Context: an optimization exercise on an open-source flow, tuned for small area, a short achievable clock period and few clock cycles per item. The choices shown serve that exercise and are no tape-out recipe.
Where RTL was checked, it was by simulation tests only, not by an equivalence proof against the original.
No functional check of the RTL was part of runs 1 and 2.
Power and IR drop assume default switching activity.

==> flow/design.v (outline; a module is shown in full before it is edited, if it fits) <==
// module mjl_add: 33 lines
// module mjl_queue: 19 lines
// module mjl_front: 55 lines
// module mjl_lt16: 27 lines
// module mjl_loop_tree: 886 lines
// module mjl_noise_tree: 803 lines
// module markov_jump_langevin_angle_step_top: 242 lines
module markov_jump_langevin_angle_step_top (
    input  logic        i_clk,
    input  logic        i_rst_n,
    input  logic        i_in_valid,
    output logic        o_in_ready,
    input  logic        i_mode,
    input  logic [31:0] i_start_angle,
    input  logic [1:0]  i_start_state,
    input  logic [15:0] i_uniform_event,
    input  logic [15:0] i_uniform_choice,
    input  logic [15:0] i_gaussian_sample,
    output logic        o_out_valid,
    input  logic        i_out_ready,
    output logic [31:0] o_angle,
    output logic [1:0]  o_state,
    output logic [31:0] o_target_angle,
    output logic [15:0] o_rotations,
    input  logic        i_cfg_we,
    input  logic [2:0]  i_cfg_idx,
    input  logic [63:0] i_cfg_data
);
  // ...
==> flow/flow/run.sh <==
#!/bin/bash
# Standard layout, with repair_timing aiming at a setup slack margin of
# SETUP_MARGIN ns instead of 0.
set -euo pipefail
bash standard.sh SETUP_SLACK_MARGIN=${SETUP_MARGIN:-7.5} finish > standard.log 2>&1
==> flow/standard.sh <==
#!/bin/bash
# synth_recipe.tcl (not shown) runs the flow's synth.tcl, then flattens the netlist and writes it again
# the make line also repeats each setting of config.mk as NAME=value (left out here)
make -C /OpenROAD-flow-scripts/flow DESIGN_CONFIG=/design/flow/config.mk WORK_HOME=/design/flow/orfs CLKGATE_MAP_FILE= SYNTH_SCRIPT=/design/flow/synth_recipe.tcl "${@:-finish}"
==> flow/config.mk <==
export PLATFORM = sky130hd
export DESIGN_NAME = markov_jump_langevin_angle_step_top
export DESIGN_NICKNAME = markov_jump_langevin_angle_step_top
export VERILOG_FILES = /design/flow/design.v
export SDC_FILE = /design/flow/constraint.sdc
export NUM_CORES = 4
export LEC_CHECK = 0
export CAP_MARGIN = 20
export CORE_MARGIN = 2
export CORE_UTILIZATION = 40
export SLEW_MARGIN = 20
==> flow/constraint.sdc <==
create_clock -name core_clock -period 14.0 [get_ports {i_clk}]
set_input_delay 2.8000 -clock core_clock [delete_from_list [all_inputs] [get_ports {i_clk}]]
set_output_delay 2.8000 -clock core_clock [all_outputs]
set_load 0.01 [all_outputs]
==> results by group, run 1 <==
Run status
  • Status: timing/DRC/antenna clean

Detailed routing
  • 1st-pass router iterations: 7
  • Top sig layer: met5
  • Vias/cell: 5.71
  • Final WL: 243000 µm

Pwr
  • Maximum vdd drop: 0.424 mV
  • Combinational power: 0.0131 W
  • Internal: 0.00964 W

Flow run
  • Max cap viols: 0

Timing
  • Clock skew: 0.0585 ns
  • Finish-stage setup viols: 0
  • Final TNS setup: 0 ns
  • Slew @ Worst Pin: 1.13 ns

Worst setup path
  • Critical path class: flip-flop to flip-flop
  • Worst R2R Setup Slack: 6.45 ns
  • Reg-to-reg endpoint: r1_u[32]
  • Crit-path leading delay family: adder cells
  • Worst path bufs/invs: 2

Floorplanning
  • Tapcell Cnt: 2189
  • Die area: 168000 µm²
  • IO Count: 239
  • Starting density of the core: 40.1%

Min path
  • Hold path depth: 0
  • Worst Hold End: o_rotations[5]
  • Hold Crit Class: flip-flop to flip-flop

Cells and area
  • Share of cell area taken by multi-input logic gates: 57.7%
  • Storage element area: 17200 µm²
  • Antenna fix cells: 5
  • Top cell category: multi-input gates
  • Number of ordinary inverters in the final layout: 918

Synth
  • Synth Area in Adders: 24.0%
  • Async S/R FF share, synth: 0%
  • Synth Area in XOR/XNOR: 9.74%
  • Distinct cells, synth: 88
  • Post-synth EDFFs: 300
  • Simple-Gate Fraction of Synth Area: 10.9%

Global routing
  • Met2 GRT Util: 45.2%
  • Pin count of the biggest net entering global routing: 247

Placement
  • Placed cells: 9379
  • Placed Instance Area: 70300 µm²
==> run 2: changes to the inputs <==
==> flow/flow/run.sh (replaced) <==
#!/bin/bash
# Standard synthesis; then flow/pol.py removes inverters around the full
# adders of the synthesized netlist (same function, same registers); then the
# standard layout, with repair_timing aiming at a setup slack margin of
# SETUP_MARGIN ns instead of 0.
set -euo pipefail
R=$PWD/orfs/results/sky130hd/markov_jump_langevin_angle_step_top/base
bash standard.sh $R/1_2_yosys.v > synth.log 2>&1
cp $R/1_2_yosys.v yosys_before_pol.v
python3 flow/pol.py yosys_before_pol.v $R/1_2_yosys.v > pol.log 2>&1
touch $R/1_2_yosys.v
bash standard.sh SETUP_SLACK_MARGIN=${SETUP_MARGIN:-7.5} finish > standard.log 2>&1
==> flow/flow/pol.py (new file) <==
#!/usr/bin/env python3
"""Inverter clean-up around full adders in a mapped sky130 netlist.

A full adder is self-dual: FA(~a, ~b, ~c) = (~sum, ~cout). Synthesis leaves
many inverters between full adders; this picks, for each full adder, whether
it computes on inverted signals, so that as few signals as possible need an
inverter, then rebuilds the inverters: at most one per signal, shared by all
pins that need that signal inverted. The function of every port and register
input is unchanged.

usage: pol.py IN.v OUT.v
"""
import random
import re
import sys

OUTPINS = {"X", "Y", "Q", "Q_N", "SUM", "COUT", "HI", "LO"}


def parse(path):
    lines = open(path).read().split("\n")
    head, cells, tail = [], [], []
    i = 0
    cell_start = re.compile(r"^\s+(sky130_fd_sc_hd__\w+)\s+(\S+)\s*\($")
    pin_re = re.compile(r"^\s*\.(\w+)\((.*)\),?$")
    state = 0
    while i < len(lines):
        ln = lines[i]
        m = cell_start.match(ln)
        if m:
            state = 1
            typ, name = m.group(1), m.group(2)
            pins = []
            i += 1
            while not lines[i].strip().startswith(");"):
                pm = pin_re.match(lines[i])
                assert pm, lines[i]
                pins.append([pm.group(1), pm.group(2).strip()])
                i += 1
            cells.append([typ, name, pins])
            i += 1
            continue
        if state == 0:
            head.append(ln)
        else:
            tail.append(ln)
        i += 1
    return head, cells, tail


def main():
    src, dst = sys.argv[1], sys.argv[2]
    head, cells, tail = parse(src)
    assert all(not t.strip().startswith("assign") for t in tail + head), "assign found"
    ports = set()
    for ln in head:
        m = re.match(r"^\s*(input|output)\s+(\[[^\]]*\]\s*)?(\S+);", ln)
        if m:
            ports.add(m.group(3))

    def is_port(net):
        n = net.lstrip("\\").split("[")[0].strip()
        return n in ports

    def is_net(net):
        return not re.match(r"^\d+'", net) and not net.startswith("{")

    driver = {}
    for ci, (typ, name, pins) in enumerate(cells):
        for p, n in pins:
            if p in OUTPINS:
                driver[n] = (ci, p)
    inv_cells = set()
    for ci, (typ, name, pins) in enumerate(cells):
        if typ.startswith("sky130_fd_sc_hd__inv_"):
            pm = dict(pins)
            if is_net(pm["A"]) and not is_port(pm["Y"]):
                inv_cells.add(ci)

    def base(net):
        par = 0
        while net in driver and driver[net][0] in inv_cells:
            ci = driver[net][0]
            net = dict(cells[ci][2])["A"]
            par ^= 1
        return net, par

    fa = [ci for ci, c in enumerate(cells) if c[0].startswith("sky130_fd_sc_hd__fa_")]
    fa_set = set(fa)
    x = {}
    for ci in fa:
        pm = dict(cells[ci][2])
        if all(is_net(pm[p]) for p in ("A", "B", "CIN")):
            x[ci] = 0
    # sinks: (cell, pin index, base net, parity)
    sinks = []
    for ci, (typ, name, pins) in enumerate(cells):
        if ci in inv_cells:
            continue
        for pi, (p, n) in enumerate(pins):
            if p in OUTPINS or not is_net(n):
                continue
            b, q = base(n)
            sinks.append((ci, pi, b, q))
    by_base = {}
    for s in sinks:
        by_base.setdefault(s[2], []).append(s)
    base_fa = {}   # base net -> FA cell driving it (its polarity follows x)
    for b in by_base:
        if b in driver and driver[b][0] in x:
            base_fa[b] = driver[b][0]
    fa_bases = {ci: [] for ci in x}
    for ci in x:
        for p, n in cells[ci][2]:
            if p in ("SUM", "COUT") and n in by_base:
                fa_bases[ci].append(n)
    fa_in_bases = {ci: set() for ci in x}
    for s in sinks:
        if s[0] in x:
            fa_in_bases[s[0]].add(s[2])

    def pi_of(b):
        return x[base_fa[b]] if b in base_fa else 0

    def need(b):
        pb = pi_of(b)
        for ci, _, _, q in by_base[b]:
            r = q ^ (x[ci] if ci in x else 0)
            if r ^ pb:
                return 1
        return 0

    def touched(ci):
        return set(fa_bases[ci]) | fa_in_bases[ci]

    cost0 = sum(need(b) for b in by_base)
    best = dict(x)
    best_cost = cost0
    rng = random.Random(1)
    order = list(x)
    for rnd in range(6):
        improved = True
        while improved:
            improved = False
            rng.shuffle(order)
            for ci in order:
                t = touched(ci)
                before = sum(need(b) for b in t)
                x[ci] ^= 1
                after = sum(need(b) for b in t)
                if after < before or (after == before and rng.random() < 0.1):
                    if after < before:
                        improved = True
                else:
                    x[ci] ^= 1
        cost = sum(need(b) for b in by_base)
        if cost < best_cost:
            best_cost, best = cost, dict(x)
        # perturb
        x = dict(best)
        for ci in rng.sample(order, len(order) // 20):
            x[ci] ^= 1
    x = best
    # rebuild
    comp = {}
    new_cells = []
    new_wires = []
    k = 0
    for b in by_base:
        if need(b):
            cn = f"_pol{k}_"
            k += 1
            comp[b] = cn
            new_wires.append(f"  wire {cn};")
            new_cells.append(["sky130_fd_sc_hd__inv_1", f"_polinv{k}_", [["A", b], ["Y", cn]]])
    for ci, pi, b, q in sinks:
        r = q ^ (x[ci] if ci in x else 0)
        phys = r ^ pi_of(b)
        cells[ci][2][pi][1] = comp[b] if phys else b
    out_cells = [c for ci, c in enumerate(cells) if ci not in inv_cells] + new_cells
    with open(dst, "w") as f:
        f.write("\n".join(head + new_wires) + "\n")
        for typ, name, pins in out_cells:
            f.write(f"  {typ} {name} (\n")
            f.write(",\n".join(f"    .{p}({n} )" if n.startswith("\\") else f"    .{p}({n})"
                                for p, n in pins))
            f.write("\n  );\n")
        f.write("\n".join(tail))
    print(f"pol: {len(inv_cells)} inverters before, {k} after; "
          f"{sum(x.values())} of {len(x)} full adders inverted; cost {cost0} -> {best_cost}")


if __name__ == "__main__":
    main()
==> results by group, run 2 <==
Detailed routing
  • 1st-pass router iterations: 6 (-1)
  • Average wire per standard cell: 25.7 µm
  • Iteration-0 DRC count of the detailed router: 5428
  • Final WL: 236000 µm (-2.7%)
  • Post-route DRC: 0
  • Via count: 54100
  • Vias/cell: 5.90 (+3.3%)
  • Final ANT Viol Nets: 0

Cells and area
  • Multi-input combinational cell area: 46000 µm²
  • Core Util, Final: 48.1%
  • Area growth, synth to finish: 19.9%
  • Fillers: 14700
  • Storage element area: 17200 µm² (-0.11%)
  • Most frequent cells in the layout: nand2_1, a22oi_1, fa_1
  • Commonest non-fill, non-tap cell in the layout: nand2_1
  • Share of post-route cells with drive strength above 1: 15.3%
  • Fin nets: 8065

Global routing
  • First-pass GRT wire length: 344000 µm
  • Gr usage total: 28.0%
  • Pin count of the biggest net entering global routing: 140 (-43%)
  • Vias in the first global route: 53400
  • Antenna violations before repair: 8
  • Grt total ovfl: 0

Clock network
  • Hold Buf Count CTS: 0
  • Num CTS Buffers: 85
  • CTS tree: yes
  • Clock Path Buffers: 3
  • Sink Count: 704
  • Worst-skew pair later-pin latency: 0.73 ns
  • Reg clk slew, reported paths: 0.06 ns
  • H-tree depth: 3
  • Clk root buf: clkbuf_16

Worst setup path
  • Worst R2R Setup Slack: 6.60 ns (+0.15 ns)
  • Worst setup EP type: flip-flop
  • Reg-to-reg endpoint: r1_u[32]
  • CP Max Fanout: 5
  • Critical path class: flip-flop to flip-flop
  • FF-to-FF path depth: 31
  • Critical Path RT: 14.48 ns
  • Critical path arrival: 7.88 ns
  • Cell repeated most along the worst path: maj3_2
  • Max incr delay on CP: 0.49 ns
  • Crit path launch type: flip-flop
  • Worst path slowest cell: fa_1
  • R2R Path Start: u_queue.o_word[17]

Run status
  • Status: timing/DRC/antenna clean

Timing
  • Final TNS setup: 0 ns (unchanged)
  • Relative slew slack: 13.7%
  • Minimum clock period: 7.40 ns
  • Slew @ Worst Pin: 1.30 ns (+0.170 ns)
  • Finish-stage setup viols: 0 (unchanged)
  • Period utilization: 52.9%
  • Final Max Tran Viols: 0
  • RSZ-0062 raised after global routing: yes
  • Maximum clock frequency: 0.135 GHz
  • Fin. Hold Viols: 0
  • Clock skew: 0.0445 ns (-0.0140 ns)

Min path
  • Hold Crit Class: flip-flop to flip-flop
  • Hold_sp: r2_s[0]
  • Worst Hold End: o_state[0]
  • Hold path depth: 0 (unchanged)

Pwr
  • PwrDens: 231 nW/µm²
  • Leak: 29.3 nW
  • Tot Pwr: 0.0178 W
  • Maximum vdd drop: 0.458 mV (+8.0%)

Synth
  • Synthesized instance count: 6875
  • Syn nets: 7925
  • Post-synthesis cell area: 64200 µm²
  • Syn_area_per_cell: 9.34 µm²
  • Total of warnings raised by yosys: 7

Flow run
  • Max cap viols: 0 (unchanged)

Floorplanning
  • IO Count: 239 (unchanged)
  • Die Wd: 405 µm
  • Core area: 160000 µm²
  • Starting density of the core: 40.1% (about the same)
  • Die H: 405 µm
  • Die area: 164000 µm² (-2.7%)
  • Row count: 147

Placement
  • Detailed placer's ending HPWL: 160000 µm
  • GPL Wtd Cong: 0.934
  • Port-buffer cells: 238
## run 2: cell types whose count changed in the layout (fill, tap and decap cells not counted), sizes merged
cell	previous run	this run
and2	82	84
buf	367	323
bufbuf	26	25
bufinv	10	7
clkbuf	113	116
clkdlybuf4s50	234	231
clkinv	30	38
diode	5	1
dlymetal6s2s	0	1
inv	919	425
## run 2: cell type report
type | count | share of cell area, %
Timing Repair Buffer | 585 | 8.57
Inverter | 436 | 2.17
Multi-Input combinational cell | 5203 | 59.7
Sequential cell | 704 | 22.3
Tap cell | 2086 | 3.39
Clock inverter | 48 | 0.769
Clock buffer | 111 | 3.09
Antenna cell | 1 | 0.00325
## run 2: critical path: cells and delay by family (launching register included)
kind	cells	cell delay, ns
compound gates	9	2.03
simple gates	6	0.65
mux	2	0.33
fa+ha+maj	9	3.08
flops	1	0.46
buf+inv	5	0.55
## run 2: power breakdown
group	internal (W)	total, W	switching [W]
clock	0.00135	0.00235	0.000999
combinational	0.00586	0.0129	0.00700
sequential	0.00244	0.00258	0.000139
total	0.00965	0.0178	0.00814
## run 2: through the flow
stage | area (µm²) | std cells | setup slack, ns | hold WS [ns]
3_3_place_gp | 68400 | 8789 | 5.92 | 0.404
6_report | 77000 | 9174 | 6.60 | 0.418
5_1_grt | 77000 | 9173 | 6.34 | 0.425
3_5_place_dp | 68400 | 8789 | 5.87 | 0.405
2_1_floorplan | 64500 | 6875 | 6.99 | 0.400
4_1_cts | 74800 | 9097 | 6.73 | 0.419
## run 2: timing repair
action | 4_1_cts | 5_1_grt
gates cloned | 33 | 5
gates resized for setup | 407 | 345
setup buffers | 116 | 71
setup endpoints to repair | 136 | 99
pin swaps | 131 | 203
## run 2: metal layers
metal | GRT usage [%] | routed length (µm)
met1 | 33.9 | 90100
met2 | 45.6 | 109000
met3 | 5.77 | 19700
met4 | 17.3 | 17300
met5 | 0 | 26
## run 2: worst max path at each step
stage,depth (start not counted),start,to,slack (ns)
3_3_place_gp,29,u_queue.o_word[17],r1_u[32],5.92
2_1_floorplan,28,u_queue.o_word[18],r1_u[32],6.99
6_report,31,u_queue.o_word[17],r1_u[32],6.60
5_1_grt,31,u_queue.o_word[16],r1_u[32],6.34
4_1_cts,32,u_queue.o_word[16],r1_u[32],6.73
3_5_place_dp,25,u_queue.o_word[24],r_tr[33],5.87
==> module mjl_front, before the edit <==
module mjl_front (
    input  logic [mjl_pkg::WORD_W-1:0] i_word,
    input  logic [1:0]                 i_s,
    input  logic signed [15:0]         i_r,
    input  logic signed [33:0]         i_tr,
    input  logic [63:0]                i_leave,
    input  logic [63:0]                i_cdf0,
    input  logic [63:0]                i_cdf1,
    output logic [1:0]                 o_s,
    output logic signed [15:0]         o_r,
    input  logic [63:0]                i_rest,
    output logic signed [33:0]         o_tr,
    output logic signed [34:0]         o_u      
);
    logic        mode;
    logic [15:0] ue, uc;
    logic [7:0]  nxt;               
    logic        up, dn;
    logic [3:0]  jump, c0_gt, c1_gt;
    logic signed [33:0] delta, trx;
    logic [34:0] ua, ub, uc3, us, uc2;
    mjl_add #(.W(34)) u_add_tr (.i_a(trx), .i_b(delta), .i_ci(1'b0), .o_s(o_tr));
    mjl_add #(.W(35)) u_add_u  (.i_a(us), .i_b(uc2), .i_ci(1'b0), .o_s(o_u));
    for (genvar s = 0; s < 4; s++) begin : g_cmp
        mjl_lt16 u_jump (.i_a(i_word[47:32]), .i_b(i_leave[16*s +: 16]), .o_lt(jump[s]));
        mjl_lt16 u_c0   (.i_a(i_word[31:16]), .i_b(i_cdf0[16*s +: 16]),  .o_lt(c0_gt[s]));
        mjl_lt16 u_c1   (.i_a(i_word[31:16]), .i_b(i_cdf1[16*s +: 16]),  .o_lt(c1_gt[s]));
    end
    always_comb begin
        mode = i_word[48];
        ue   = i_word[47:32];
        uc   = i_word[31:16];
        for (int s = 0; s < 4; s++) begin
            logic [1:0] p, to;
            if (c0_gt[s])      p = 2'd0;
            else if (c1_gt[s]) p = 2'd1;
            else               p = 2'd2;
            to = (p < 2'(s)) ? p : p + 2'd1;
            nxt[2*s +: 2] = jump[s] ? to : 2'(s);
        end
        if (mode == mjl_pkg::MODE_START) o_s = i_word[33:32];
        else                             o_s = nxt[2*i_s +: 2];
        up = mode && i_s == 2'd3 && nxt[7:6] == 2'd0 && i_r != 16'sh7fff;
        dn = mode && i_s == 2'd0 && nxt[1:0] == 2'd3 && i_r != 16'sh8000;
        if (mode == mjl_pkg::MODE_START) o_r = 16'sd0;
        else                             o_r = i_r + $signed({{15{dn}}, up | dn});
        trx   = (mode == mjl_pkg::MODE_START) ? 34'sd0 : i_tr;
        delta = up ? mjl_pkg::TWO_PI_THIRD : dn ? -mjl_pkg::TWO_PI_THIRD : 34'sd0;
        ua  = {16'd0, i_rest[16*o_s +: 16], 3'b000};
        ub  = 35'(trx);
        uc3 = 35'(delta);
        us  = ua ^ ub ^ uc3;
        uc2 = {((ua[33:0] & ub[33:0]) | (ua[33:0] & uc3[33:0]) | (ub[33:0] & uc3[33:0])), 1'b0};
    end
endmodule
==> module markov_jump_langevin_angle_step_top, before the edit <==
module markov_jump_langevin_angle_step_top (
    input  logic        i_clk,
    input  logic        i_rst_n,
    input  logic        i_in_valid,
    output logic        o_in_ready,
    input  logic        i_mode,
    input  logic [31:0] i_start_angle,
    input  logic [1:0]  i_start_state,
    input  logic [15:0] i_uniform_event,
    input  logic [15:0] i_uniform_choice,
    input  logic [15:0] i_gaussian_sample,
    output logic        o_out_valid,
    input  logic        i_out_ready,
    output logic [31:0] o_angle,
    output logic [1:0]  o_state,
    output logic [31:0] o_target_angle,
    output logic [15:0] o_rotations,
    input  logic        i_cfg_we,
    input  logic [2:0]  i_cfg_idx,
    input  logic [63:0] i_cfg_data
);
    logic [63:0] r_leave;
    logic [63:0] r_cdf0, r_cdf1;    
    logic [63:0] r_rest;
    logic [7:0]  r_kn;              
    logic [8:0]  r_k1, r_k2;
    logic [31:0] r_gain;
    logic [7:0] kn_w;
    logic [8:0] k1_w, k2_w;
    always_comb begin
        logic [18:0] k;
        k = {1'b0, i_cfg_data[16:0], 1'b0};
        for (int i = 0; i < 9; i++) begin
            logic b2, b1, b0;
            b2 = k[2*i+2]; b1 = k[2*i+1]; b0 = k[2*i];
            if (i < 8) kn_w[i] = b2 & ~(b1 & b0);
            k1_w[i] = b1 ^ b0;
            k2_w[i] = (b2 & ~b1 & ~b0) | (~b2 & b1 & b0);
        end
    end
    always_ff @(posedge i_clk) begin
        if (!i_rst_n) begin
            r_leave <= '0;
            r_cdf0  <= '0;
            r_cdf1  <= '0;
            r_rest  <= '0;
            r_kn    <= '0;
            r_k1    <= 9'h100;    
            r_k2    <= '0;
            r_gain  <= '0;
        end else if (i_cfg_we) begin
            case (i_cfg_idx)
                mjl_pkg::REG_LEAVE_PROB: r_leave <= i_cfg_data;
                mjl_pkg::REG_CDF_S0: begin r_cdf0[15:0]  <= i_cfg_data[15:0]; r_cdf1[15:0]  <= i_cfg_data[31:16]; end
                mjl_pkg::REG_CDF_S1: begin r_cdf0[31:16] <= i_cfg_data[15:0]; r_cdf1[31:16] <= i_cfg_data[31:16]; end
                mjl_pkg::REG_CDF_S2: begin r_cdf0[47:32] <= i_cfg_data[15:0]; r_cdf1[47:32] <= i_cfg_data[31:16]; end
                mjl_pkg::REG_CDF_S3: begin r_cdf0[63:48] <= i_cfg_data[15:0]; r_cdf1[63:48] <= i_cfg_data[31:16]; end
                mjl_pkg::REG_REST_ANGLE: r_rest <= i_cfg_data;
                mjl_pkg::REG_HOLD_GAIN: begin r_kn <= kn_w; r_k1 <= k1_w; r_k2 <= k2_w; end
                mjl_pkg::REG_NOISE_GAIN: r_gain <= i_cfg_data[31:0];
                default: ;
            endcase
        end
    end
    logic                       adv;       
    logic                       accept;
    logic [mjl_pkg::WORD_W-1:0] new_word, i_word;
    logic                       i_v;
    assign adv      = (!o_out_valid || i_out_ready) && !r_ovf;
    assign accept   = i_in_valid && o_in_ready;
    assign new_word = (i_mode == mjl_pkg::MODE_START)
                    ? {i_mode, 14'd0, i_start_state, i_start_angle}
                    : {i_mode, i_uniform_event, i_uniform_choice, i_gaussian_sample};
    mjl_queue u_queue (
        .i_clk    (i_clk),
        .i_rst_n  (i_rst_n),
        .i_accept (accept),
        .i_word   (new_word),
        .i_adv    (adv),
        .o_ready  (o_in_ready),
        .o_valid  (i_v),
        .o_word   (i_word)
    );
    logic               r1_v, r1_mode;
    logic [31:0]        r1_x;       
    logic [23:0]        g_enc;
    logic [1:0]         r_s;        
    logic signed [34:0] r1_u;       
    logic signed [34:0] u_new;
    logic signed [15:0] r_r;        
    logic signed [33:0] r_tr;       
    logic [1:0]         s_new;
    logic signed [15:0] r_new;
    logic signed [33:0] tr_new;
    mjl_front u_front (
        .i_word  (i_word),
        .i_s     (r_s),
        .i_r     (r_r),
        .i_tr    (r_tr),
        .i_leave (r_leave),
        .i_cdf0  (r_cdf0),
        .i_cdf1  (r_cdf1),
        .o_s     (s_new),
        .o_r     (r_new),
        .i_rest  (r_rest),
        .o_tr    (tr_new),
        .o_u     (u_new)
    );
    always_ff @(posedge i_clk) begin
        if (!i_rst_n) begin
            r1_v <= 1'b0;
            r_s  <= 2'd0;
            r_r  <= 16'sd0;
            r_tr <= 34'sd0;
        end else if (adv) begin
            r1_v <= i_v;
            if (i_v) begin
                r_s  <= s_new;
                r_r  <= r_new;
                r_tr <= tr_new;
            end
        end
    end
    always_comb begin
        logic [16:0] g;
        g = {i_word[15:0], 1'b0};
        for (int i = 0; i < 8; i++) begin
            g_enc[16+i] = g[2*i+2] & ~(g[2*i+1] & g[2*i]);
            g_enc[8+i]  = g[2*i+1] ^ g[2*i];
            g_enc[i]    = (g[2*i+2] & ~g[2*i+1] & ~g[2*i]) | (~g[2*i+2] & g[2*i+1] & g[2*i]);
        end
    end
    always_ff @(posedge i_clk) begin
        if (adv && i_v) begin
            r1_mode <= i_word[48];
            r1_x    <= (i_word[48] == mjl_pkg::MODE_STEP) ? {8'd0, g_enc} : i_word[31:0];
            r1_u    <= u_new;
        end
    end
    logic               r2_v, r2_mode;
    logic [48:0]        r2_x;       
    logic [1:0]         r2_s;
    logic signed [15:0] r2_r;
    logic signed [31:0] r2_t;
    logic signed [34:0] t_sum;
    logic signed [31:0] t1;         
    logic [52:0]        n_s, n_c, dp;
    always_comb begin
        t_sum = r1_u;
        if (t_sum > 35'sd2147483647)       t1 = 32'sh7fffffff;
        else if (t_sum < -35'sd2147483648) t1 = 32'sh80000000;
        else                               t1 = t_sum[31:0];
    end
    mjl_noise_tree u_noise (
        .i_gn (r_gain),
        .gn   ((r1_mode == mjl_pkg::MODE_STEP) ? r1_x[23:16] : 8'd0),
        .g1   ((r1_mode == mjl_pkg::MODE_STEP) ? r1_x[15:8] : 8'd0),
        .g2   ((r1_mode == mjl_pkg::MODE_STEP) ? r1_x[7:0] : 8'd0),
        .i_t  ((r1_mode == mjl_pkg::MODE_STEP) ? t1 : r1_x),
        .o_s  (n_s),
        .o_c  (n_c)
    );
    mjl_add #(.W(53)) u_add_dp (.i_a(n_s), .i_b(n_c), .i_ci(1'b0), .o_s(dp));
    always_ff @(posedge i_clk) begin
        if (!i_rst_n) r2_v <= 1'b0;
        else if (adv) r2_v <= r1_v;
    end
    always_ff @(posedge i_clk) begin
        if (adv && r1_v) begin
            r2_x <= dp[52:4];
            r2_mode <= r1_mode;
            r2_s <= r_s;
            r2_r <= r_r;
            r2_t <= t1;
        end
    end
    logic signed [32:0] r_e;        
    logic               r_ovf, r_ovf_neg, r_out_v;
    logic signed [32:0] tnext;      
    logic [52:0]        l_s, l_c, x1, x2;
    logic [52:16]       s2, c2;
    logic [36:0]        w_neg;
    logic               ovf;
    logic signed [31:0] a_clamp;
    logic signed [32:0] e_new, y, e_fix;
    mjl_loop_tree u_loop (
        .i_e  (r_e),
        .i_kn (r_kn),
        .i_k1 (r_k1),
        .i_k2 (r_k2),
        .i_dp ({r2_x, 4'b0000}),
        .o_s  (l_s),
        .o_c  (l_c)
    );
    mjl_add #(.W(53)) u_add_x1 (.i_a(l_s), .i_b(l_c), .i_ci(1'b0), .o_s(x1));
    mjl_add #(.W(53)) u_add_x2 (.i_a({s2, l_s[15:0]}), .i_b({c2, l_c[15:0]}), .i_ci(1'b0), .o_s(x2));
    always_comb begin
        tnext = r1_v ? 33'(t1) : 33'sd0;
        w_neg = ~{{4{tnext[32]}}, tnext};
        for (int k = 16; k < 53; k++) begin
            s2[k] = l_s[k] ^ l_c[k] ^ w_neg[k-16];
            if (k < 52)
                c2[k+1] = (l_s[k] & l_c[k]) | (l_s[k] & w_neg[k-16]) | (l_c[k] & w_neg[k-16]);
        end
        c2[16] = 1'b1;
        ovf  = !(&x1[52:47] || !(|x1[52:47]));
        y = r_e - tnext;
        a_clamp = r_ovf_neg ? 32'sh80000000 : 32'sh7fffffff;
        e_fix   = 33'(a_clamp) - ((r2_v && r2_mode == mjl_pkg::MODE_STEP) ? 33'(r2_t) : 33'sd0);
        if (r_ovf)                                  e_new = (r2_v && r2_mode == mjl_pkg::MODE_START) ? r_e : e_fix;
        else if (r1_v && r1_mode == mjl_pkg::MODE_START) e_new = 33'sd0;
        else if (r2_v)                              e_new = x2[48:16];
        else                                        e_new = y;
    end
    assign o_out_valid = r_out_v && !r_ovf;
    always_ff @(posedge i_clk) begin
        if (!i_rst_n) begin
            r_e     <= 33'sd0;
            r_out_v <= 1'b0;
            r_ovf   <= 1'b0;
        end else begin
            if (adv || r_ovf) r_e <= e_new;
            if (adv) begin
                r_out_v <= r2_v;
                r_ovf   <= r2_v && ovf;
            end else begin
                r_ovf   <= 1'b0;
            end
        end
    end
    always_ff @(posedge i_clk) begin
        if (adv && r2_v) begin
            o_angle        <= x1[47:16];
            r_ovf_neg      <= x1[52];
            o_state        <= r2_s;
            o_target_angle <= r2_t;
            o_rotations    <= r2_r;
        end else if (r_ovf) begin
            o_angle        <= a_clamp;
        end
    end
endmodule
==> run 3: changes to the inputs <==
--- a/flow/design.v
+++ b/flow/design.v
@@ -75,7 +75,5 @@
     output logic [1:0]                 o_s,
     output logic signed [15:0]         o_r,
-    input  logic [63:0]                i_rest,
-    output logic signed [33:0]         o_tr,
-    output logic signed [34:0]         o_u      
+    output logic signed [33:0]         o_tr
 );
     logic        mode;
@@ -84,8 +82,4 @@
     logic        up, dn;
     logic [3:0]  jump, c0_gt, c1_gt;
-    logic signed [33:0] delta, trx;
-    logic [34:0] ua, ub, uc3, us, uc2;
-    mjl_add #(.W(34)) u_add_tr (.i_a(trx), .i_b(delta), .i_ci(1'b0), .o_s(o_tr));
-    mjl_add #(.W(35)) u_add_u  (.i_a(us), .i_b(uc2), .i_ci(1'b0), .o_s(o_u));
     for (genvar s = 0; s < 4; s++) begin : g_cmp
         mjl_lt16 u_jump (.i_a(i_word[47:32]), .i_b(i_leave[16*s +: 16]), .o_lt(jump[s]));
@@ -109,13 +103,11 @@
         up = mode && i_s == 2'd3 && nxt[7:6] == 2'd0 && i_r != 16'sh7fff;
         dn = mode && i_s == 2'd0 && nxt[1:0] == 2'd3 && i_r != 16'sh8000;
-        if (mode == mjl_pkg::MODE_START) o_r = 16'sd0;
-        else                             o_r = i_r + $signed({{15{dn}}, up | dn});
-        trx   = (mode == mjl_pkg::MODE_START) ? 34'sd0 : i_tr;
-        delta = up ? mjl_pkg::TWO_PI_THIRD : dn ? -mjl_pkg::TWO_PI_THIRD : 34'sd0;
-        ua  = {16'd0, i_rest[16*o_s +: 16], 3'b000};
-        ub  = 35'(trx);
-        uc3 = 35'(delta);
-        us  = ua ^ ub ^ uc3;
-        uc2 = {((ua[33:0] & ub[33:0]) | (ua[33:0] & uc3[33:0]) | (ub[33:0] & uc3[33:0])), 1'b0};
+        if (mode == mjl_pkg::MODE_START) begin
+            o_r  = 16'sd0;
+            o_tr = 34'sd0;
+        end else begin
+            o_r  = i_r + $signed({{15{dn}}, up | dn});
+            o_tr = i_tr + (up ? mjl_pkg::TWO_PI_THIRD : dn ? -mjl_pkg::TWO_PI_THIRD : 34'sd0);
+        end
     end
 endmodule
@@ -1923,6 +1915,5 @@
     logic [23:0]        g_enc;
     logic [1:0]         r_s;        
-    logic signed [34:0] r1_u;       
-    logic signed [34:0] u_new;
+    logic [15:0]        r1_rest;    
     logic signed [15:0] r_r;        
     logic signed [33:0] r_tr;       
@@ -1940,7 +1931,5 @@
         .o_s     (s_new),
         .o_r     (r_new),
-        .i_rest  (r_rest),
-        .o_tr    (tr_new),
-        .o_u     (u_new)
+        .o_tr    (tr_new)
     );
     always_ff @(posedge i_clk) begin
@@ -1972,5 +1961,5 @@
             r1_mode <= i_word[48];
             r1_x    <= (i_word[48] == mjl_pkg::MODE_STEP) ? {8'd0, g_enc} : i_word[31:0];
-            r1_u    <= u_new;
+            r1_rest <= r_rest[16*s_new +: 16];
         end
     end
@@ -1980,9 +1969,10 @@
     logic signed [15:0] r2_r;
     logic signed [31:0] r2_t;
-    logic signed [34:0] t_sum;
+    logic signed [34:0] t_sum, t_add;
+    mjl_add #(.W(35)) u_add_t (.i_a({16'd0, r1_rest, 3'b000}), .i_b(35'(r_tr)), .i_ci(1'b0), .o_s(t_add));
     logic signed [31:0] t1;         
     logic [52:0]        n_s, n_c, dp;
     always_comb begin
-        t_sum = r1_u;
+        t_sum = t_add;
         if (t_sum > 35'sd2147483647)       t1 = 32'sh7fffffff;
         else if (t_sum < -35'sd2147483648) t1 = 32'sh80000000;
--- a/flow/flow/run.sh
+++ b/flow/flow/run.sh
@@ -10,3 +10,3 @@
 python3 flow/pol.py yosys_before_pol.v $R/1_2_yosys.v > pol.log 2>&1
 touch $R/1_2_yosys.v
-bash standard.sh SETUP_SLACK_MARGIN=${SETUP_MARGIN:-7.5} finish > standard.log 2>&1
+bash standard.sh SETUP_SLACK_MARGIN=${SETUP_MARGIN:-6.8} finish > standard.log 2>&1
==> results by group, run 3 <==
Detailed routing
  • Final WL: 217000 µm (-8.1%)
  • Final ANT Viol Nets: 0 (unchanged)
  • Iteration-0 DRC count of the detailed router: 5280 (-2.7%)
  • Via count: 51400 (-4.9%)
  • Met3 WL: 17600 µm (-11%)
  • Post-route DRC: 0 (unchanged)
  • Average wire per standard cell: 24.5 µm (-4.8%)
  • Met2 Wirelength: 102000 µm (-6.5%)
  • Vias/cell: 5.81 (-1.5%)
  • Top sig layer: met5
  • 1st-pass router iterations: 8 (+2)
  • Total routed wire length on the met1 layer: 88700 µm (-1.6%)

Placement
  • Detailed placer's ending HPWL: 156000 µm (-2.4%)
  • Placed cells: 8658 (-1.5%)
  • GPL Wtd Cong: 0.979 (+4.7%)
  • Port-buffer cells: 238 (unchanged)

Worst setup path
  • Max incr delay on CP: 0.55 ns (+0.06 ns)
  • Critical path class: input pin to primary output
  • Worst path slowest cell: clkdlybuf4s50_1
  • CP cell instances: clkdlybuf4s50_1 -> nand2b_2 -> nand2b_4 -> nand2_1 -> clkdlybuf4s50_1
  • Crit path launch type: input pin
  • Critical path arrival: 4.28 ns (-3.60 ns)
  • Critical Path RT: 11.20 ns (-3.28 ns)
  • CP Max Fanout: 6 (+1)
  • FF-to-FF path depth: 22 (-29%)
  • Worst R2R Setup Slack: 6.93 ns (+0.33 ns)
  • Worst setup EP type: primary output
  • Cell repeated most along the worst path: clkdlybuf4s50_1

Clock network
  • Clk root buf: clkbuf_16
  • Hold Buf Count CTS: 0 (unchanged)
  • Worst-skew pair later-pin latency: 0.72 ns (about the same)
  • Clock Path Buffers: 3 (unchanged)
  • Reg clk slew, reported paths: 0.06 ns (about the same)
  • H-tree depth: 3 (unchanged)
  • Num CTS Buffers: 81 (-4.7%)
  • Sink Count: 684 (-2.8%)
  • CTS tree: yes

Cells and area
  • Core Util, Final: 45.5% (-2.6 points)
  • Most frequent cells in the layout: nand2_1, a22oi_1, fa_1
  • Fillers: 14900 (+0.84%)
  • Post-Layout Cell Count: 8853 (-3.5%)
  • Fin nets: 7744 (-4.0%)
  • Area growth, synth to finish: 12.9%
  • Share of post-route cells with drive strength above 1: 7.82% (-7.4 points)
  • Commonest non-fill, non-tap cell in the layout: nand2_1

Synth
  • Total of warnings raised by yosys: 6 (-1)
  • Synthesized instance count: 6760 (-1.7%)
  • Syn nets: 7767 (-2.0%)
  • Syn_area_per_cell: 9.19 µm² (-1.6%)
  • Post-synthesis cell area: 62100 µm² (-3.3%)

Timing
  • Fin. Hold Viols: 0 (unchanged)
  • Finish-stage setup viols: 0 (unchanged)
  • Clock skew: 0.0498 ns (+0.00531 ns)
  • Relative slew slack: 23.9% (+10 points)
  • Maximum clock frequency: 0.141 GHz (+4.6%)
  • Fin Hold WS: 0.416 ns (-0.00146 ns)
  • Slew @ Worst Pin: 1.14 ns (-0.155 ns)
  • Final Max Tran Viols: 0 (unchanged)
  • RSZ-0062 raised after global routing: yes
  • Period utilization: 50.5% (-2.3 points)
  • Final TNS setup: 0 ns (unchanged)
  • Minimum clock period: 7.08 ns (-0.325 ns)

Floorplanning
  • Starting density of the core: 40.3% (+0.15 points)
  • Row count: 144 (-2.0%)
  • Die area: 158000 µm² (-3.2%)
  • IO Count: 239 (unchanged)
  • Die Wd: 398 µm (-1.6%)
  • Die H: 398 µm (-1.6%)
  • Core area: 154000 µm² (-3.6%)

Pwr
  • Switching Share: 47.6% (+1.9 points)
  • Maximum vdd drop: 0.264 mV (-42%)
  • Leak: 25.8 nW (-12%)
  • Sequential power share: 16.9% (+2.4 points)
  • Sw power: 0.00702 W (-14%)
  • PwrDens: 210 nW/µm² (-9.0%)
  • Clock power share: 15.0% (+1.8 points)
  • Internal: 0.00773 W (-20%)
  • Gate power share: 68.1% (-4.2 points)

Global routing
  • First-pass GRT wire length: 322000 µm (-6.4%)
  • Gr usage total: 26.7% (-1.3 points)
  • Antenna violations before repair: 7 (-1)
  • Pin count of the biggest net entering global routing: 175 (+25%)
  • Grt total ovfl: 0 (unchanged)
  • Vias in the first global route: 50000 (-6.4%)

Min path
  • Hold path depth: 0 (unchanged)
  • Hold Crit Class: flip-flop to flip-flop

Flow run
  • Max cap viols: 0 (unchanged)

Run status
  • Status: timing/DRC/antenna clean
==> run 3: layout make-up <==
class	instances	area, µm²	share of cell area [%]
Sequential cell	684	16500	23.6
Clock buffer	108	2260	3.22
Tap cell	2044	2560	3.65
Antenna cell	4	10.0	0.0143
Inverter	439	1670	2.39
Clock inverter	43	523	0.746
Multi-Input combinational cell	5114	42600	60.7
Timing Repair Buffer	417	3990	5.68
==> run 3: what timing repair did <==
item,4_1_cts,5_1_grt
gates resized for setup,86,80
setup endpoints to repair,60,57
cloned,1,3
pin swaps,11,13
buffers inserted,20,16
==> run 3: worst paths after layout <==
check,startpoint,end
min reg2reg,r2_s[0],o_state[0]
min,r2_s[0],o_state[0]
max,i_out_ready,o_in_ready
max reg2reg,r_k1[0],o_angle[29]
==> run 3: worst max-delay path: cells and delay by family <==
kind | cells | cell delay, ns
simple gates | 3 | 0.45
buf+inv | 2 | 1.02
==> run 3: power groups by stage <==
stage                     registers, W  clock network (W)  logic (W)
after detailed placement       0.00252                  0    0.00947
after CTS                      0.00248            0.00226    0.00971
after global placement         0.00252                  0    0.00941
after global routing           0.00249            0.00233     0.0110
after floorplan                0.00247                  0    0.00682
final                          0.00249            0.00221     0.0100
==> run 3: per-stage QoR <==
step / area (µm²) / worst slack, ns / power [W]
detailed placement: 66200 / 5.55 / 0.0120
global placement: 66200 / 5.60 / 0.0119
global route: 70100 / 6.72 / 0.0158
CTS: 69500 / 6.78 / 0.0144
finish: 70100 / 6.92 / 0.0147
floorplan: 62100 / 6.96 / 0.00929
==> run 3: layer usage <==
metal  track usage (%)  vias up
li1                  -    23400
met1              35.4    25300
met2              43.7     2310
met3              4.37      438
met4              9.97        2
met5                 0        -
Testbench counts of run 3, summed over its fixed seeds: cycles 16,032, items 16,000.
==> run 4: changes to the inputs <==
--- a/flow/flow/run.sh
+++ b/flow/flow/run.sh
@@ -10,3 +10,3 @@
 python3 flow/pol.py yosys_before_pol.v $R/1_2_yosys.v > pol.log 2>&1
 touch $R/1_2_yosys.v
-bash standard.sh SETUP_SLACK_MARGIN=${SETUP_MARGIN:-6.8} finish > standard.log 2>&1
+bash standard.sh SETUP_SLACK_MARGIN=${SETUP_MARGIN:-7.5} finish > standard.log 2>&1
==> results by group, run 4 <==
Run status
  • Status: timing/DRC/antenna clean

Global routing
  • Vias in the first global route: 51300 (+2.7%)
  • Antenna violations before repair: 3 (-4)
  • Pin count of the biggest net entering global routing: 92 (-47%)
  • Grt total ovfl: 0 (unchanged)
  • Gr usage total: 27.0% (+0.25 points)
  • First-pass GRT wire length: 325000 µm (+0.96%)

Min path
  • Hold path depth: 0 (unchanged)
  • Worst Hold End: o_rotations[1]
  • Hold Crit Class: flip-flop to flip-flop
  • Hold_sp: r2_r[1]

Timing
  • Period utilization: 47.7% (-2.8 points)
  • Smallest setup slack after layout: 7.32 ns (+0.395 ns)
  • Maximum clock frequency: 0.150 GHz (+5.9%)
  • Fin Hold WS: 0.417 ns (+0.00132 ns)
  • Final Max Tran Viols: 0 (unchanged)
  • Final TNS setup: 0 ns (unchanged)
  • Slew @ Worst Pin: 1.16 ns (+0.0185 ns)
  • Relative slew slack: 22.5% (-1.4 points)
  • Minimum clock period: 6.68 ns (-0.395 ns)
  • Clock skew: 0.0600 ns (+0.0102 ns)
  • RSZ-0062 raised after global routing: yes
  • Fin. Hold Viols: 0 (unchanged)
  • Finish-stage setup viols: 0 (unchanged)

Detailed routing
  • Average wire per standard cell: 24.7 µm (+0.59%)
  • Via count: 52400 (+2.0%)
  • Post-route DRC: 0 (unchanged)
  • Final WL: 221000 µm (+1.8%)
  • Vias/cell: 5.85 (+0.70%)
  • Iteration-0 DRC count of the detailed router: 4875 (-7.7%)
  • 1st-pass router iterations: 6 (-2)
  • Final ANT Viol Nets: 0 (unchanged)

Cells and area
  • Most frequent cells in the layout: nand2_1, a22oi_1, fa_1
  • Share of post-route cells with drive strength above 1: 12.0% (+4.2 points)
  • Core Util, Final: 47.3% (+1.8 points)
  • Commonest non-fill, non-tap cell in the layout: nand2_1
  • Area growth, synth to finish: 17.4%
  • Fin nets: 7856 (+1.4%)

Worst setup path
  • Reg-to-reg endpoint: r2_x[46]
  • Crit path launch type: flip-flop
  • CP Max Fanout: 16 (+10)
  • Critical Path RT: 14.47 ns (+3.27 ns)
  • Worst setup EP type: flip-flop
  • Critical path class: flip-flop to flip-flop
  • Critical path arrival: 7.15 ns (+2.87 ns)
  • R2R Path Start: r1_mode
  • FF-to-FF path depth: 27 (+23%)
  • Worst R2R Setup Slack: 7.32 ns (+0.39 ns)

Synth
  • Post-synthesis cell area: 62100 µm² (unchanged)
  • Total of warnings raised by yosys: 6 (unchanged)
  • Synthesized instance count: 6760 (unchanged)
  • Syn nets: 7767 (unchanged)
  • Syn_area_per_cell: 9.19 µm² (unchanged)

Floorplanning
  • Die area: 158000 µm² (unchanged)
  • Die H: 398 µm (unchanged)
  • IO Count: 239 (unchanged)
  • Row count: 144 (unchanged)
  • Starting density of the core: 40.3% (unchanged)
  • Core area: 154000 µm² (unchanged)
  • Die Wd: 398 µm (unchanged)

Clock network
  • Worst-skew pair later-pin latency: 0.74 ns (+0.02 ns)
  • Hold Buf Count CTS: 0 (unchanged)
  • Clock Path Buffers: 3 (unchanged)
  • Sink Count: 684 (unchanged)
  • H-tree depth: 3 (unchanged)
  • CTS tree: yes
  • Num CTS Buffers: 80 (-1.2%)
  • Reg clk slew, reported paths: 0.07 ns (about the same)
  • Clk root buf: clkbuf_16

Pwr
  • Leak: 26.8 nW (+4.0%)
  • Tot Pwr: 0.0166 W (+12%)
  • Clock power share: 13.3% (-1.7 points)
  • Internal: 0.00881 W (+14%)
  • Maximum vdd drop: 0.342 mV (+30%)
  • Sw power: 0.00777 W (+11%)
  • Gate power share: 71.6% (+3.5 points)
  • Sequential power share: 15.1% (-1.8 points)
  • Switching Share: 46.9% (-0.73 points)
  • PwrDens: 227 nW/µm² (+8.2%)

Placement
  • Port-buffer cells: 238 (unchanged)
  • Detailed placer's ending HPWL: 154000 µm (-1.5%)
  • GPL Wtd Cong: 0.950 (-3.0%)
  • Dpl ws: 6.12 ns (+0.574 ns)

Flow run
  • Max cap viols: 0 (unchanged)
## run 4: per-stage QoR
stage	instance area, µm²	cells
floorplan	62300	6760
global placement	66300	8654
detailed placement	66300	8656
CTS	70900	8873
global route	72900	8961
finish	72900	8963
## run 4: final cells by class
| class | instances | area (µm²) |
|---|---|---|
| Timing Repair Buffer | 527 | 5580 |
| Fill cell | 14600 | 81300 |
| Clock inverter | 42 | 541 |
| Sequential cell | 684 | 16500 |
| Tap cell | 2044 | 2560 |
| Clock buffer | 108 | 2220 |
| Inverter | 439 | 1690 |
| Antenna cell | 2 | 5.00 |
| Multi-Input combinational cell | 5117 | 43800 |
## run 4: what timing repair did
item,in CTS,in global routing
setup endpoints to repair,103,71
cloned,8,9
setup buffers,59,79
endpoints found under the hold margin,0,0
pin swaps,56,121
gates resized for setup,279,264
## run 4: worst max-delay path: stages, from the launching register on
cell       delay, ns
edfxtp_1        0.40
buf_4           0.19
clkbuf_16       0.20
nand2_2         0.19
buf_12          0.23
clkinv_4        0.15
xnor2_1         0.18
fa_1            0.52
inv_1           0.06
fa_1            0.42
fa_1            0.44
fa_1            0.53
inv_1           0.06
fa_1            0.55
ha_4            0.22
a21o_1          0.17
a21o_1          0.20
a21o_1          0.18
a21o_1          0.18
a21o_1          0.19
a21o_1          0.19
a21oi_1         0.14
inv_1           0.05
a41o_1          0.23
buf_6           0.13
a21oi_4         0.17
o21bai_1        0.10
xor2_1          0.15
## run 4: worst max-delay path by stage
stage / from / end / slack (ns)
6_report: r1_mode / r2_x[46] / 7.32
5_1_grt: r1_rest[6] / r2_x[47] / 7.07
4_1_cts: r1_mode / r2_x[48] / 7.33
3_5_place_dp: r1_rest[1] / r_e[29] / 6.12
3_3_place_gp: r1_rest[1] / r2_x[47] / 5.77
2_1_floorplan: r1_mode / r2_x[47] / 7.50
## run 4: routing by layer
metal  part of all wire, %  vias to the layer above  global-route usage, %
met2                    47                     2532                   43.7
met5                     0                        -                      0
met4                   4.7                        0                   11.7
met3                   8.6                      546                   5.20
met1                    40                    25800                   35.0
li1                      -                    23500                      -
## run 4: power by group through the flow
stage	Sequential (W)	Combinational, W	Clock, W
2_1_floorplan	0.00247	0.00687	0
3_5_place_dp	0.00253	0.00949	0
3_3_place_gp	0.00253	0.00943	0
4_1_cts	0.00249	0.0101	0.00224
5_1_grt	0.00251	0.0128	0.00232
6_report	0.00250	0.0119	0.00221
==> run 5: changes to the inputs <==
--- a/flow/config.mk
+++ b/flow/config.mk
@@ -8,4 +8,4 @@
 export CAP_MARGIN = 20
 export CORE_MARGIN = 2
-export CORE_UTILIZATION = 40
+export CORE_UTILIZATION = 55
 export SLEW_MARGIN = 20
==> results by group, run 5 <==
Run status
  • Status: timing/DRC/antenna clean

Cells and area
  • Most frequent cells in the layout: nand2_1, a22oi_1, fa_1
  • Commonest non-fill, non-tap cell in the layout: nand2_1
  • Fin nets: 7913 (+0.73%)
  • Share of post-route cells with drive strength above 1: 13.3% (+1.3 points)
  • Area growth, synth to finish: 17.4% (about the same)

Detailed routing
  • Total routed wire length on the met1 layer: 90600 µm (+1.9%)
  • Top sig layer: met5
  • Via count: 53400 (+1.9%)
  • Final WL: 226000 µm (+2.4%)
  • 1st-pass router iterations: 9 (+3)
  • Met2 Wirelength: 99500 µm (-3.2%)
  • Met3 WL: 24000 µm (+27%)
  • Iteration-0 DRC count of the detailed router: 5753 (+18%)
  • Average wire per standard cell: 26.7 µm (+8.3%)
  • Final ANT Viol Nets: 0 (unchanged)
  • Vias/cell: 6.30 (+7.7%)
  • Post-route DRC: 0 (unchanged)

Clock network
  • CTS tree: yes
  • Sink Count: 684 (unchanged)
  • Worst-skew pair later-pin latency: 0.68 ns (-0.06 ns)
  • Reg clk slew, reported paths: 0.07 ns (about the same)
  • Hold Buf Count CTS: 0 (unchanged)
  • Clock Path Buffers: 3 (unchanged)
  • H-tree depth: 3 (unchanged)
  • Num CTS Buffers: 79 (-1.3%)
  • Clk root buf: clkbuf_16

Floorplanning
  • Die area: 116000 µm² (-27%)
  • Die H: 340 µm (-15%)
  • Row count: 123 (-15%)
  • Starting density of the core: 55.4% (+15 points)
  • Die Wd: 340 µm (-15%)
  • Core area: 112000 µm² (-27%)
  • IO Count: 239 (unchanged)

Pwr
  • Internal: 0.00871 W (-1.2%)
  • Switching Share: 46.9% (+0.054 points)
  • Sequential power share: 15.3% (+0.2 points)
  • Gate power share: 71.0% (-0.6 points)
  • Sw power: 0.00770 W (-0.96%)
  • Leak: 27.2 nW (+1.3%)
  • Clock power share: 13.7% (+0.4 points)
  • Tot Pwr: 0.0164 W (-1.1%)
  • PwrDens: 225 nW/µm² (-1.1%)
  • Maximum vdd drop: 0.372 mV (+8.9%)

Global routing
  • Antenna violations before repair: 7 (+4)
  • Gr usage total: 37.6% (+11 points)
  • Vias in the first global route: 51200 (-0.30%)
  • Grt total ovfl: 0 (unchanged)
  • Pin count of the biggest net entering global routing: 112 (+22%)
  • First-pass GRT wire length: 330000 µm (+1.4%)

Min path
  • Hold_sp: r2_r[13]
  • Worst Hold End: o_rotations[13]
  • Hold path depth: 0 (unchanged)
  • Hold Crit Class: flip-flop to flip-flop

Timing
  • Fin Hold WS: 0.418 ns (+0.000645 ns)
  • Finish-stage setup viols: 0 (unchanged)
  • Minimum clock period: 6.70 ns (+0.0236 ns)
  • Relative slew slack: 23.1% (+0.59 points)
  • Slew @ Worst Pin: 1.15 ns (-0.00639 ns)
  • Period utilization: 47.9% (+0.17 points)
  • Fin. Hold Viols: 0 (unchanged)
  • Final TNS setup: 0 ns (unchanged)
  • RSZ-0062 raised after global routing: yes
  • Maximum clock frequency: 0.149 GHz (-0.35%)
  • Final Max Tran Viols: 0 (unchanged)
  • Clock skew: 0.0280 ns (-0.0320 ns)

Worst setup path
  • Critical Path RT: 14.40 ns (-0.07 ns)
  • Critical path arrival: 7.10 ns (-0.05 ns)
  • R2R Path Start: r1_mode
  • Reg-to-reg endpoint: r2_x[47]
  • Crit path launch type: flip-flop
  • FF-to-FF path depth: 26 (-3.7%)
  • CP Max Fanout: 17 (+1)
  • Worst setup EP type: flip-flop
  • Worst R2R Setup Slack: 7.30 ns (-0.02 ns)
  • Critical path class: flip-flop to flip-flop

Synth
  • Syn nets: 7767 (unchanged)
  • Syn_area_per_cell: 9.19 µm² (unchanged)
  • Synthesized instance count: 6760 (unchanged)
  • Total of warnings raised by yosys: 6 (unchanged)
  • Post-synthesis cell area: 62100 µm² (unchanged)

Placement
  • Detailed placer's ending HPWL: 155000 µm (+0.79%)
  • GPL Wtd Cong: 0.960 (+1.1%)
  • Port-buffer cells: 238 (unchanged)

Flow run
  • Max cap viols: 0 (unchanged)
-- run 5: changes by cell type in the layout (fill, tap and decap cells not counted), sizes merged, moves of 2 or more --
cell      previous run  this run
and2                63        60
clkbuf             116       114
clkinvlp            13        17
buf                278       333
diode                2         5
bufinv               7         9
-- run 5: area by class of cell --
class                           count  area [µm²]
Clock inverter                     47         596
Tap cell                         1500        1880
Clock buffer                      101        2210
Timing Repair Buffer              587        6030
Antenna cell                        5        12.5
Multi-Input combinational cell   5115       44000
Fill cell                        9328       39200
Sequential cell                   684       16500
Inverter                          439        1690
-- run 5: critical path, stage by stage (launching register included) --
cell and delay (ns):
edfxtp_1 0.52, buf_6 0.18, buf_4 0.13, buf_4 0.13
and2_4 0.16, buf_6 0.17, a22oi_2 0.19, xnor2_2 0.17
fa_2 0.47, fa_2 0.36, fa_1 0.43, fa_1 0.56
inv_1 0.08, fa_1 0.55, ha_4 0.23, a21o_1 0.18
a21o_1 0.18, a21o_1 0.17, a21o_1 0.18, a21o_1 0.18
a21o_1 0.19, a21oi_1 0.12, inv_1 0.05, a41o_1 0.24
and4_4 0.17, a2111oi_4 0.32, xor2_1 0.10
-- run 5: how the worst max path moves through the flow --
stage | from | end | slack [ns] | cells after the start
2_1_floorplan | r1_mode | r2_x[47] | 7.50 | 26
6_report | r1_mode | r2_x[47] | 7.30 | 26
5_1_grt | r1_rest[1] | r2_x[47] | 7.20 | 31
4_1_cts | r1_rest[1] | r2_x[48] | 7.30 | 30
3_5_place_dp | r1_rest[1] | r_e[32] | 5.84 | 30
3_3_place_gp | r1_rest[1] | r2_x[47] | 6.03 | 31
-- run 5: through the flow --
step / std cells / instance area (µm²) / utilization [%] / setup WS [ns]
detailed placement: 8127 / 65700 / 58.6 / 5.84
floorplan: 6760 / 62300 / - / 7.50
global placement: 8127 / 65700 / 58.6 / 6.03
CTS: 8349 / 70500 / 62.8 / 7.30
global route: 8476 / 72900 / 65.0 / 7.20
finish: 8478 / 72900 / 65.0 / 7.30
-- run 5: repair_timing --
item | CTS | global route
gates cloned | 7 | 12
setup buffers | 67 | 112
gates resized for setup | 271 | 316
pin swaps | 77 | 137
setup endpoints to repair | 103 | 75
-- run 5: per-layer routing --
layer	global-route usage [%]	up-vias
li1	-	23700
met1	50.7	26300
met2	57.6	2882
met3	8.63	580
met4	17.2	2
met5	0	-
-- run 5: power groups by stage --
stage	Clock, W	Combinational [W]	Sequential, W
after CTS	0.00226	0.0103	0.00250
after global placement	0	0.00937	0.00254
after global routing	0.00234	0.0125	0.00252
final	0.00224	0.0117	0.00251
after floorplan	0	0.00687	0.00247
after detailed placement	0	0.00944	0.00254
==> run 6: changes to the inputs <==
--- a/flow/design.v
+++ b/flow/design.v
@@ -13,37 +13,4 @@
     localparam int WORD_W = 49;
 endpackage
-module mjl_add #(
-    parameter int W = 8
-) (
-    input  logic [W-1:0] i_a,
-    input  logic [W-1:0] i_b,
-    input  logic         i_ci,
-    output logic [W-1:0] o_s
-);
-    localparam int L = $clog2(W);
-    logic [L:0][W-1:0] g, p;
-    logic [W:0]        c;
-    always_comb begin
-        g[0] = i_a & i_b;
-        p[0] = i_a ^ i_b;
-        g[0][0] = g[0][0] | (p[0][0] & i_ci);
-        for (int l = 0; l < L; l++) begin
-            for (int i = 0; i < W; i++) begin
-                if ((i >> l) & 1) begin
-                    int j;
-                    j = ((i >> l) << l) - 1;
-                    g[l+1][i] = g[l][i] | (p[l][i] & g[l][j]);
-                    p[l+1][i] = p[l][i] & p[l][j];
-                end else begin
-                    g[l+1][i] = g[l][i];
-                    p[l+1][i] = p[l][i];
-                end
-            end
-        end
-        c[0] = i_ci;
-        for (int i = 0; i < W; i++) c[i+1] = g[L][i];
-        o_s = p[0] ^ c[W-1:0];
-    end
-endmodule
 module mjl_queue (
     input  logic                       i_clk,
@@ -1969,10 +1936,9 @@
     logic signed [15:0] r2_r;
     logic signed [31:0] r2_t;
-    logic signed [34:0] t_sum, t_add;
-    mjl_add #(.W(35)) u_add_t (.i_a({16'd0, r1_rest, 3'b000}), .i_b(35'(r_tr)), .i_ci(1'b0), .o_s(t_add));
+    logic signed [34:0] t_sum;
     logic signed [31:0] t1;         
     logic [52:0]        n_s, n_c, dp;
     always_comb begin
-        t_sum = t_add;
+        t_sum = $signed({16'd0, r1_rest, 3'b000}) + 35'(r_tr);
         if (t_sum > 35'sd2147483647)       t1 = 32'sh7fffffff;
         else if (t_sum < -35'sd2147483648) t1 = 32'sh80000000;
@@ -1988,5 +1954,5 @@
         .o_c  (n_c)
     );
-    mjl_add #(.W(53)) u_add_dp (.i_a(n_s), .i_b(n_c), .i_ci(1'b0), .o_s(dp));
+    assign dp = n_s + n_c;
     always_ff @(posedge i_clk) begin
         if (!i_rst_n) r2_v <= 1'b0;
@@ -2020,8 +1986,7 @@
         .o_c  (l_c)
     );
-    mjl_add #(.W(53)) u_add_x1 (.i_a(l_s), .i_b(l_c), .i_ci(1'b0), .o_s(x1));
-    mjl_add #(.W(53)) u_add_x2 (.i_a({s2, l_s[15:0]}), .i_b({c2, l_c[15:0]}), .i_ci(1'b0), .o_s(x2));
     always_comb begin
         tnext = r1_v ? 33'(t1) : 33'sd0;
+        x1    = l_s + l_c;
         w_neg = ~{{4{tnext[32]}}, tnext};
         for (int k = 16; k < 53; k++) begin
@@ -2031,4 +1996,5 @@
         end
         c2[16] = 1'b1;
+        x2   = {s2, l_s[15:0]} + {c2, l_c[15:0]};
         ovf  = !(&x1[52:47] || !(|x1[52:47]));
         y = r_e - tnext;
--- a/flow/flow/run.sh
+++ b/flow/flow/run.sh
@@ -10,3 +10,3 @@
 python3 flow/pol.py yosys_before_pol.v $R/1_2_yosys.v > pol.log 2>&1
 touch $R/1_2_yosys.v
-bash standard.sh SETUP_SLACK_MARGIN=${SETUP_MARGIN:-7.5} finish > standard.log 2>&1
+bash standard.sh SETUP_SLACK_MARGIN=${SETUP_MARGIN:-8.2} finish > standard.log 2>&1
--- a/flow/config.mk
+++ b/flow/config.mk
@@ -8,4 +8,4 @@
 export CAP_MARGIN = 20
 export CORE_MARGIN = 2
-export CORE_UTILIZATION = 55
+export CORE_UTILIZATION = 40
 export SLEW_MARGIN = 20
==> results by group, run 6 <==
Timing
  • Final Max Tran Viols: 0 (unchanged)
  • Clock skew: 0.0656 ns (+0.0375 ns)
  • Smallest setup slack after layout: 7.25 ns (-0.0476 ns)
  • Slew @ Worst Pin: 1.22 ns (+0.0628 ns)
  • RSZ-0062 raised after global routing: yes
  • Finish-stage setup viols: 0 (unchanged)
  • Period utilization: 48.2% (+0.34 points)
  • Final TNS setup: 0 ns (unchanged)
  • Minimum clock period: 6.75 ns (+0.0476 ns)
  • Relative slew slack: 18.7% (-4.4 points)
  • Fin. Hold Viols: 0 (unchanged)
  • Maximum clock frequency: 0.148 GHz (-0.71%)

Floorplanning
  • Die Wd: 403 µm (+19%)
  • Die H: 403 µm (+19%)
  • Core area: 158000 µm² (+41%)
  • Die area: 163000 µm² (+41%)
  • Starting density of the core: 40.3% (-15 points)
  • IO Count: 239 (unchanged)
  • Row count: 146 (+19%)

Global routing
  • Gr usage total: 28.5% (-9.1 points)
  • Antenna violations before repair: 5 (-2)
  • First-pass GRT wire length: 352000 µm (+6.8%)
  • Vias in the first global route: 54700 (+6.9%)
  • Grt total ovfl: 0 (unchanged)
  • Pin count of the biggest net entering global routing: 203 (+81%)

Synth
  • Synthesized instance count: 7099 (+5.0%)
  • Total of warnings raised by yosys: 4 (-2)
  • Post-synthesis cell area: 63800 µm² (+2.7%)
  • Syn nets: 8094 (+4.2%)
  • Syn_area_per_cell: 8.99 µm² (-2.2%)

Pwr
  • Clock power share: 11.2% (-2.5 points)
  • Switching Share: 46.7% (-0.23 points)
  • Leak: 29.3 nW (+7.7%)
  • Sequential power share: 12.3% (-3.0 points)
  • Sw power: 0.00957 W (+24%)
  • Gate power share: 76.5% (+5.5 points)
  • Maximum vdd drop: 0.332 mV (-11%)
  • PwrDens: 263 nW/µm² (+17%)
  • Internal: 0.0109 W (+25%)

Flow run
  • Max cap viols: 0 (unchanged)

Detailed routing
  • Iteration-0 DRC count of the detailed router: 5744 (-0.16%)
  • Top sig layer: met5
  • Met3 WL: 20300 µm (-15%)
  • Via count: 56400 (+5.6%)
  • Final ANT Viol Nets: 0 (unchanged)
  • Average wire per standard cell: 25.3 µm (-5.2%)
  • Total routed wire length on the met1 layer: 93900 µm (+3.7%)
  • Met2 Wirelength: 111000 µm (+12%)
  • Final WL: 240000 µm (+6.2%)
  • 1st-pass router iterations: 6 (-3)
  • Vias/cell: 5.94 (-5.7%)
  • Post-route DRC: 0 (unchanged)

Worst setup path
  • Worst setup EP type: flip-flop
  • Crit path launch type: flip-flop
  • Worst R2R Setup Slack: 7.25 ns (-0.05 ns)
  • Cell repeated most along the worst path: a21o_1
  • Worst path slowest cell: fa_1
  • Critical path class: flip-flop to flip-flop
  • Crit path launch: r1_rest[0]
  • Critical Path RT: 14.59 ns (+0.19 ns)
  • Reg-to-reg endpoint: r_e[29]
  • CP Max Fanout: 8 (-9)
  • R2R Path Start: r1_rest[0]
  • Max incr delay on CP: 0.52 ns (-0.04 ns)
  • FF-to-FF path depth: 29 (+12%)
  • CP endpoint: r_e[29]
  • Critical path arrival: 7.34 ns (+0.24 ns)

Placement
  • Dpl ws: 6.33 ns (+0.483 ns)
  • Detailed placer's ending HPWL: 166000 µm (+6.7%)
  • GPL Wtd Cong: 0.969 (+0.96%)
  • Port-buffer cells: 238 (unchanged)

Clock network
  • Worst-skew pair later-pin latency: 0.73 ns (+0.05 ns)
  • Reg clk slew, reported paths: 0.06 ns (about the same)
  • Hold Buf Count CTS: 0 (unchanged)
  • Clk root buf: clkbuf_16
  • Num CTS Buffers: 82 (+3.8%)
  • Clock Path Buffers: 3 (unchanged)
  • H-tree depth: 3 (unchanged)
  • Sink Count: 684 (unchanged)
  • CTS tree: yes

Cells and area
  • Commonest non-fill, non-tap cell in the layout: nand2_1
  • Area growth, synth to finish: 22.1%
  • Fin nets: 8349 (+5.5%)
  • Most frequent cells in the layout: nand2_1, a21oi_1, a22oi_1
  • Fillers: 14600 (+56%)
  • Share of post-route cells with drive strength above 1: 16.8% (+3.5 points)

Run status
  • Status: timing/DRC/antenna clean

Min path
  • Hold Crit Class: flip-flop to flip-flop
-- run 6: per-stage QoR --
stage	hold WS (ns)	instance area [µm²]	utilization (%)	power, W	cells
final	0.418	77900	49.2	0.0205	9498
after CTS	0.417	76100	48.0	0.0186	9394
after global placement	0.402	68600	43.3	0.0139	9010
after floorplan	0.400	65100	-	0.0107	7099
after global routing	0.423	77900	49.2	0.0216	9494
after detailed placement	0.405	68600	43.3	0.0140	9010
-- run 6: metal layers --
layer / track usage [%] / up-vias
met5: 0 / -
met4: 14.9 / 2
met3: 5.14 / 648
met2: 46.2 / 2707
met1: 36.2 / 27700
li1: - / 25300
-- run 6: cell type report --
cell class	instances	area, µm²	area share [%]
antenna	4	10.0	0.0129
sequential	684	16600	21.3
timing repair buffer	710	7490	9.62
inverter	423	1680	2.15
multi-input combinational	5453	46600	59.9
clock buffer	108	2250	2.89
tap	2072	2590	3.33
clock inverter	44	641	0.823
-- run 6: worst min path at each step --
stage | startpoint | end | slack (ns) | depth (start not counted)
after global routing | r2_r[1] | o_rotations[1] | 0.42 | 0
after detailed placement | r2_r[3] | o_rotations[3] | 0.40 | 0
after global placement | r2_r[13] | o_rotations[13] | 0.40 | 0
after floorplan | r2_r[0] | o_rotations[0] | 0.40 | 0
final | r2_r[4] | o_rotations[4] | 0.42 | 0
after CTS | r2_r[3] | o_rotations[3] | 0.42 | 0
-- run 6: power by group through the flow --
stage / clock network (W) / logic (W) / registers, W
5_1_grt: 0.00240 / 0.0166 / 0.00253
6_report: 0.00229 / 0.0157 / 0.00252
3_3_place_gp: 0 / 0.0114 / 0.00254
3_5_place_dp: 0 / 0.0114 / 0.00254
4_1_cts: 0.00233 / 0.0138 / 0.00251
2_1_floorplan: 0 / 0.00822 / 0.00249
-- run 6: worst max-delay path: cells and delay by family (launching register included) --
| family | cells | cell delay [ns] |
|---|---|---|
| simple gates | 3 | 0.55 |
| compound gates | 19 | 3.64 |
| buf+inv | 3 | 0.63 |
| fa+ha+maj | 4 | 1.34 |
| flops | 1 | 0.42 |
-- run 6: what timing repair did --
item / CTS / global route
gates cloned: 25 / 6
resized for setup: 541 / 211
pin swaps: 223 / 155
endpoints found under the setup margin: 116 / 98
setup buffers: 207 / 94
Testbench counts of run 6, summed over its fixed seeds: cycles 16,032, items 16,000.

==> re-timing with driven ports <==
The results above use ideal ports. As a check the final layouts listed here were re-extracted and re-timed, cells and wires unchanged. Step 1 (the two cells are an assumption about what drives the block):
set clk [get_ports {i_clk}]
set_driving_cell -lib_cell sky130_fd_sc_hd__clkbuf_16 $clk
set_driving_cell -lib_cell sky130_fd_sc_hd__buf_2 [delete_from_list [all_inputs] $clk]
Step 2, shift: input delay + t, output delay - t, t = (earliest + latest rising clock arrival at the registers) / 2. This alone moves slack from input paths to output paths. a / b / c = no drivers / after step 1 / after step 2; a / b = the first two.
| run | t, ns | setup slack, ns | hold WS [ns] | clock arrival spread, ns | cell pins on the clock port's net |
|---|---|---|---|---|---|
| run 1 | 0.777 | 6.449 / 6.449 / 6.449 | 0.418 / 0.418 / 0.418 | 0.062 / 0.062 | 1 |
| run 2 | 0.794 | 6.600 / 6.600 / 6.600 | 0.418 / 0.418 / 0.418 | 0.047 / 0.047 | 1 |
| run 3 | 0.780 | 6.925 / 6.876 / 6.876 | 0.416 / 0.416 / 0.416 | 0.050 / 0.051 | 1 |
| run 4 | 0.792 | 7.320 / 7.320 / 7.320 | 0.417 / 0.417 / 0.417 | 0.061 / 0.061 | 1 |
| run 5 | 0.737 | 7.296 / 7.296 / 7.296 | 0.418 / 0.418 / 0.418 | 0.030 / 0.030 | 1 |
| run 6 | 0.776 | 7.249 / 7.249 / 7.249 | 0.418 / 0.418 / 0.418 | 0.071 / 0.071 | 1 |
After both steps every run listed still meets setup and hold. For run 3, which loses most, drivers alone change the setup slack by -0.049 ns; drivers and shift together by -0.049 ns.
